This design comes from an exercise in tuning for small area on the open sky130 flow, not from production work. Function was checked by simulation only, so behaviour that the tests miss may differ from the original. No activity file was given, so power comes from the tool's default toggle rates.

// blit_top
module blit_top (
    input  logic        dma_clk,
    input  logic        rst_n,
    input  logic [7:0]  mcu_din,
    input  logic        mcu_clk,
    input  logic        mcu_dir,
    input  logic [31:0] mem_rd_data,
    input  logic        mem_rd_data_valid,
    input  logic        mem_init_calib,
    output logic [7:0]  mcu_dout,
    output logic        mem_cmd,
    output logic        mem_cmd_en,
    output logic [19:0] mem_addr,
    output logic [31:0] mem_wr_data,
    output logic [3:0]  mem_data_mask
);
For scale: ~0.012 sq mm of cells after synthesis.
export LEC_CHECK = 0
export CAP_MARGIN = 20
export CORE_MARGIN = 2
export CORE_UTILIZATION = 40
export PLACE_DENSITY = 0.6
export SLEW_MARGIN = 20
create_clock -name core_clock -period 6.0 [get_ports {dma_clk}]
standard.sh (not shown) runs the stock make flow with config.mk's settings and CLKGATE_MAP_FILE= SYNTH_SCRIPT=/design/flow/synth_recipe.tcl, a recipe that flattens the netlist after the stock synthesis.
==> flow/flow/run.sh <==
#!/bin/bash
# The standard layout (standard.sh) with these changes:
# - synthesis is the standard one (the standard flow's synthesis script, sourced
#   unchanged), except that the combinational mapping call to abc uses
#   flow/abc_area_map.script, an area-oriented mapping; abc does not touch
#   the registers;
# - ports are buffered with buf_1 instead of the default buffer;
# - CTS builds its tree from clkbuf_8/16 in clusters of up to 30 sinks,
#   without dummy loads.
# Each step's make output goes to make_<step>.log here; ORFS keeps each
# tool's full log under orfs/logs/.
set -uo pipefail
W=$(pwd)
# the synthesis script standard.sh would use
STD_SYNTH=$(grep -o 'SYNTH_SCRIPT=[^ ]*' standard.sh | head -n 1 | cut -d= -f2)
cat > "$W/area_synth.tcl" <<EOF
proc abc {args} {
  set i [lsearch -exact \$args -script]
  if {\$i >= 0} { lset args [expr {\$i + 1}] $W/flow/abc_area_map.script }
  yosys abc {*}\$args
}
source $STD_SYNTH
EOF
ARGS=(
  "SYNTH_SCRIPT=$W/area_synth.tcl"
  'BUFFER_PORTS_ARGS=-buffer_cell sky130_fd_sc_hd__buf_1'
  'CTS_ARGS=-sink_clustering_enable -repair_clock_nets -dont_use_dummy_load -buf_list {sky130_fd_sc_hd__clkbuf_8 sky130_fd_sc_hd__clkbuf_16} -sink_clustering_size 30 -sink_clustering_max_diameter 80'
)
for step in synth floorplan place cts route finish; do
  if ! bash standard.sh "${ARGS[@]}" "$step" > "make_$step.log" 2>&1; then
    tail -n 40 "make_$step.log"
    exit 1
  fi
done
ls -l out/final.def
==> flow/flow/abc_area_map.script <==
strash
&get -n
&dch
&put
map -a
The baseline finished with timing, DRC and antenna clean.
Change:
==> flow/flow/abc_area_map.script (replaced) <==
&get -n
&st
&dch
&nf -R 1000
&put
=> Synthesized cell count went down by 5.2%. Critical path depth increases by 1. Total power came out higher by 8.2%. Maximum frequency went down by 3.1%.

========
The RTL this note starts from:
==> flow/design.v <==
package blit_pkg;
    localparam int addr_w       = 20;
    localparam int word_w       = 32;
    localparam int buf_words    = 9;      
    localparam int burst_len    = 8;
    localparam int guard_cycles = 16;     
    localparam int n_write_bytes = 37;
    localparam int n_read_bytes  = 4;
    localparam int n_color_bytes = 8;
    localparam int n_font_bytes  = 6;
    localparam int readout_first = 4;     
    localparam int readout_end   = 36;
    localparam int status_busy_bit  = 0;
    localparam int status_ready_bit = 1;
    localparam logic [15:0] fcolor_reset = 16'hffff;
    localparam logic [15:0] bcolor_reset = 16'h0000;
    typedef union packed {
        logic [word_w-1:0]        word;
        logic [word_w/8-1:0][7:0] bytes;   
        logic [1:0][word_w/2-1:0] pix;     
    } buf_word_u;
    typedef enum logic [2:0] {
        st_idle,
        st_load,
        st_mem_wait,
        st_font_run,
        st_read_ack,
        st_readout
    } seq_state_e;
endpackage
`timescale 1ns/1ps
module blit_top (
    input  logic        dma_clk,
    input  logic        rst_n,
    input  logic [7:0]  mcu_din,
    input  logic        mcu_clk,
    input  logic        mcu_dir,
    input  logic [31:0] mem_rd_data,
    input  logic        mem_rd_data_valid,
    input  logic        mem_init_calib,
    output logic [7:0]  mcu_dout,
    output logic        mem_cmd,
    output logic        mem_cmd_en,
    output logic [19:0] mem_addr,
    output logic [31:0] mem_wr_data,
    output logic [3:0]  mem_data_mask
);
    localparam logic [2:0] S_IDLE  = 3'd0;
    localparam logic [2:0] S_LOAD  = 3'd1;
    localparam logic [2:0] S_FONT  = 3'd2;
    localparam logic [2:0] S_WAIT  = 3'd3;
    localparam logic [2:0] S_BURST = 3'd4;
    localparam logic [2:0] S_DONE  = 3'd5;
    localparam logic [2:0] S_RACK  = 3'd6;
    localparam logic [2:0] S_ROUT  = 3'd7;
    logic [3:0] clk_s;
    logic [2:0] dir_s;
    logic       clk_rise, dir;
    assign clk_rise = clk_s[2] & ~clk_s[3];
    assign dir      = dir_s[2];
    always_ff @(posedge dma_clk or negedge rst_n) begin
        if (!rst_n) begin
            clk_s <= '0;
            dir_s <= '0;
        end else begin
            clk_s <= {clk_s[2:0], mcu_clk};
            dir_s <= {dir_s[1:0], mcu_dir};
        end
    end
    logic [2:0]  state;
    logic [5:0]  cnt;        
    logic        is_read;    
    logic        is_font;    
    logic [15:0] fcolor_n, bcolor_n;
    logic        col_set;    
    logic [19:0] addr;
    logic [7:0]  wmask;
    logic [7:0][7:0] lane_n [4];   
    logic byte_in, fall, issue, step;
    logic ld_data, cap, wr_shift, rd_shift;
    logic c_sat, c_wr, c_rd, c_font, c_col;
    assign c_sat  = cnt[5] & cnt[2] & cnt[1];                  
    assign c_wr   = cnt[5] & cnt[2] & ~cnt[1] & cnt[0];        
    assign c_rd   = cnt == 6'd4;
    assign c_font = cnt == 6'd6;
    assign c_col  = cnt == 6'd8;
    assign byte_in   = (state == S_LOAD) & clk_rise & dir;
    assign fall      = (state == S_LOAD) & ~dir;
    assign issue     = (state == S_WAIT) & mem_init_calib & ~mem_rd_data_valid;
    assign step      = (state == S_BURST) & (~is_read | mem_rd_data_valid);
    assign ld_data   = byte_in & (cnt[5] ? ~cnt[2] : (cnt[4] | cnt[3] | cnt[2]));
    assign cap       = (state == S_BURST) & is_read & mem_rd_data_valid;
    assign wr_shift  = (state == S_BURST) & ~is_read & ~is_font;
    assign rd_shift  = (state == S_ROUT) & clk_rise & (cnt[1:0] == 2'd3);
    always_ff @(posedge dma_clk or negedge rst_n) begin
        if (!rst_n) begin
            state      <= S_IDLE;
            cnt        <= '0;
            is_read    <= 1'b0;
            is_font    <= 1'b0;
            mem_cmd_en <= 1'b0;
            col_set    <= 1'b0;
            bcolor_n   <= 16'hffff;
        end else begin
            mem_cmd_en <= issue;
            if ((state == S_IDLE) || (state == S_WAIT) || (state == S_DONE) || fall) begin
                cnt <= '0;
            end else if ((byte_in && !c_sat) || (state == S_FONT) || step ||
                         ((state == S_ROUT) && clk_rise)) begin
                cnt <= cnt + 6'd1;
            end
            if (fall) begin
                is_read <= c_rd;
                is_font <= c_font;
                if (c_col) begin
                    col_set  <= 1'b1;
                    bcolor_n <= {lane_n[3][7], lane_n[2][7]};
                end
            end
            case (state)
                S_IDLE:  if (dir) state <= S_LOAD;
                S_LOAD:  if (fall) state <= (c_wr || c_rd) ? S_WAIT :
                                            c_font          ? S_FONT : S_IDLE;
                S_FONT:  if (cnt[3] && cnt[0]) state <= S_WAIT;             
                S_WAIT:  if (issue) state <= S_BURST;
                S_BURST: if (step && cnt[2:0] == 3'd7) state <= S_DONE;
                S_DONE:  state <= is_read ? S_RACK : S_IDLE;
                S_RACK:  if (clk_rise) state <= S_ROUT;
                S_ROUT:  if (clk_rise && cnt[4:0] == 5'd31) state <= S_IDLE;
                default: state <= S_IDLE;
            endcase
        end
    end
    always_ff @(posedge dma_clk) begin
        if (byte_in && cnt == 6'd0) addr[7:0]   <= mcu_din;
        if (byte_in && cnt == 6'd1) addr[15:8]  <= mcu_din;
        if (byte_in && cnt == 6'd2) addr[19:16] <= mcu_din[3:0];
        if (byte_in && (cnt == 6'd5 || (cnt[5] && cnt[2]))) wmask <= mcu_din;
        if (fall && c_col) begin
            fcolor_n <= {lane_n[1][7], lane_n[0][7]};
        end
        for (int j = 0; j < 4; j++) begin
            if (cap || wr_shift || rd_shift || (ld_data && cnt[1:0] == 2'(j))) begin
                for (int s = 0; s < 7; s++) lane_n[j][s] <= lane_n[j][s+1];
                lane_n[j][7] <= ~(cap ? mem_rd_data[8*j +: 8] : mcu_din);
            end
        end
    end
    logic [1:0]  g;          
    logic [31:0] head_n;
    logic [7:0]  rd_byte_n;
    always_comb begin
        case (cnt[1:0])
            2'd0: g = ~lane_n[0][7][7:6];
            2'd1: g = ~lane_n[0][7][5:4];
            2'd2: g = ~lane_n[0][7][3:2];
            default: g = ~lane_n[0][7][1:0];
        endcase
        case (cnt[1:0])
            2'd0: rd_byte_n = lane_n[0][0];
            2'd1: rd_byte_n = lane_n[1][0];
            2'd2: rd_byte_n = lane_n[2][0];
            default: rd_byte_n = lane_n[3][0];
        endcase
    end
    assign head_n = {lane_n[3][0], lane_n[2][0], lane_n[1][0], lane_n[0][0]};
    logic [1:0] pf, pb;
    assign pf = {2{is_font & col_set}} & g;
    assign pb = {2{is_font}} & ~g;
    assign mem_cmd       = ~is_read;
    assign mem_addr      = addr;
    assign mem_wr_data   = ~(({32{~is_font}} & head_n)
                           | {{16{pf[0]}} & fcolor_n | {16{pb[0]}} & bcolor_n,
                              {16{pf[1]}} & fcolor_n | {16{pb[1]}} & bcolor_n});
    assign mem_data_mask = wmask[cnt[2:0]] ? 4'h0 : 4'hf;
    assign mcu_dout      = (state == S_ROUT) ? ~rd_byte_n
                                             : {6'b0, state == S_RACK,
                                                state == S_LOAD || state == S_FONT ||
                                                state == S_WAIT || state == S_BURST ||
                                                state == S_DONE};
endmodule
export LEC_CHECK = 0
export CAP_MARGIN = 20
export CORE_MARGIN = 2
export CORE_UTILIZATION = 40
export PLACE_DENSITY = 0.6
export SLEW_MARGIN = 20
create_clock -name core_clock -period 6.0 [get_ports {dma_clk}]
==> flow/flow/abc_area_map.script <==
&get -n
&st
&dch
&nf -R 1000
&put
Scripts as last shown in full above: flow/flow/run.sh
The baseline finished with timing, DRC and antenna clean.
Then changed:
--- a/flow/flow/run.sh
+++ b/flow/flow/run.sh
@@ -8 +8 @@
-# - CTS builds its tree from clkbuf_8/16 in clusters of up to 30 sinks,
+# - CTS builds its tree from clkbuf_8 in clusters of up to 20 sinks,
@@ -27 +27 @@
-  'CTS_ARGS=-sink_clustering_enable -repair_clock_nets -dont_use_dummy_load -buf_list {sky130_fd_sc_hd__clkbuf_8 sky130_fd_sc_hd__clkbuf_16} -sink_clustering_size 30 -sink_clustering_max_diameter 80'
+  'CTS_ARGS=-sink_clustering_enable -repair_clock_nets -dont_use_dummy_load -buf_list sky130_fd_sc_hd__clkbuf_8 -sink_clustering_size 20 -sink_clustering_max_diameter 60'
Settings changed: CORE_UTILIZATION 40 to 65, PLACE_DENSITY 0.6 to 0.8.
Result:
- The new run produced a clean layout
- routed wire length shrinks by a few percent
- setup slack improves by 26 ps
- power shrinks by a few percent
- hold slack stays flat
- synthesized area is unchanged
- cell area shrinks by a few percent
- clock-buffer cell count grows by 5
- global-route usage grows by 8.7 points
- final cell count shrinks by roughly a tenth

-- port drivers added, routing unchanged --
The results above use ideal ports. As a check the final layouts listed here were re-extracted and re-timed, cells and wires unchanged. Step 1 (the two cells are an assumption about what drives the block):
set clk [get_ports {dma_clk}]
set_driving_cell -lib_cell sky130_fd_sc_hd__clkbuf_16 $clk
set_driving_cell -lib_cell sky130_fd_sc_hd__buf_2 [delete_from_list [all_inputs] $clk]
Step 2 moves the port delays by t, midway between the first and last clock arrival at a register: inputs arrive t later, outputs are due t later. That takes back most of the time a late clock gives input paths. Slacks: ideal ports / drivers / drivers and shift; pairs: ideal ports / drivers.
run	t (ns)	setup slack, ns	worst hold slack (ns)	worst setup path after step 2	worst slew at a driven data input, ns
the first run of note 1	0.527	1.278 / 1.233 / 1.760	0.356 / 0.356 / 0.356	register to output	0.07
the second run of note 1	0.526	1.128 / 1.080 / 1.607	0.358 / 0.358 / 0.358	register to output	0.05
the first run of note 2	0.535	1.233 / 1.185 / 1.721	0.354 / 0.354 / 0.354	register to output	0.03
the second run of note 2	0.567	1.259 / 1.220 / 1.786	0.357 / 0.357 / 0.357	register to output	0.08
After both steps setup and hold are still met in every run listed.
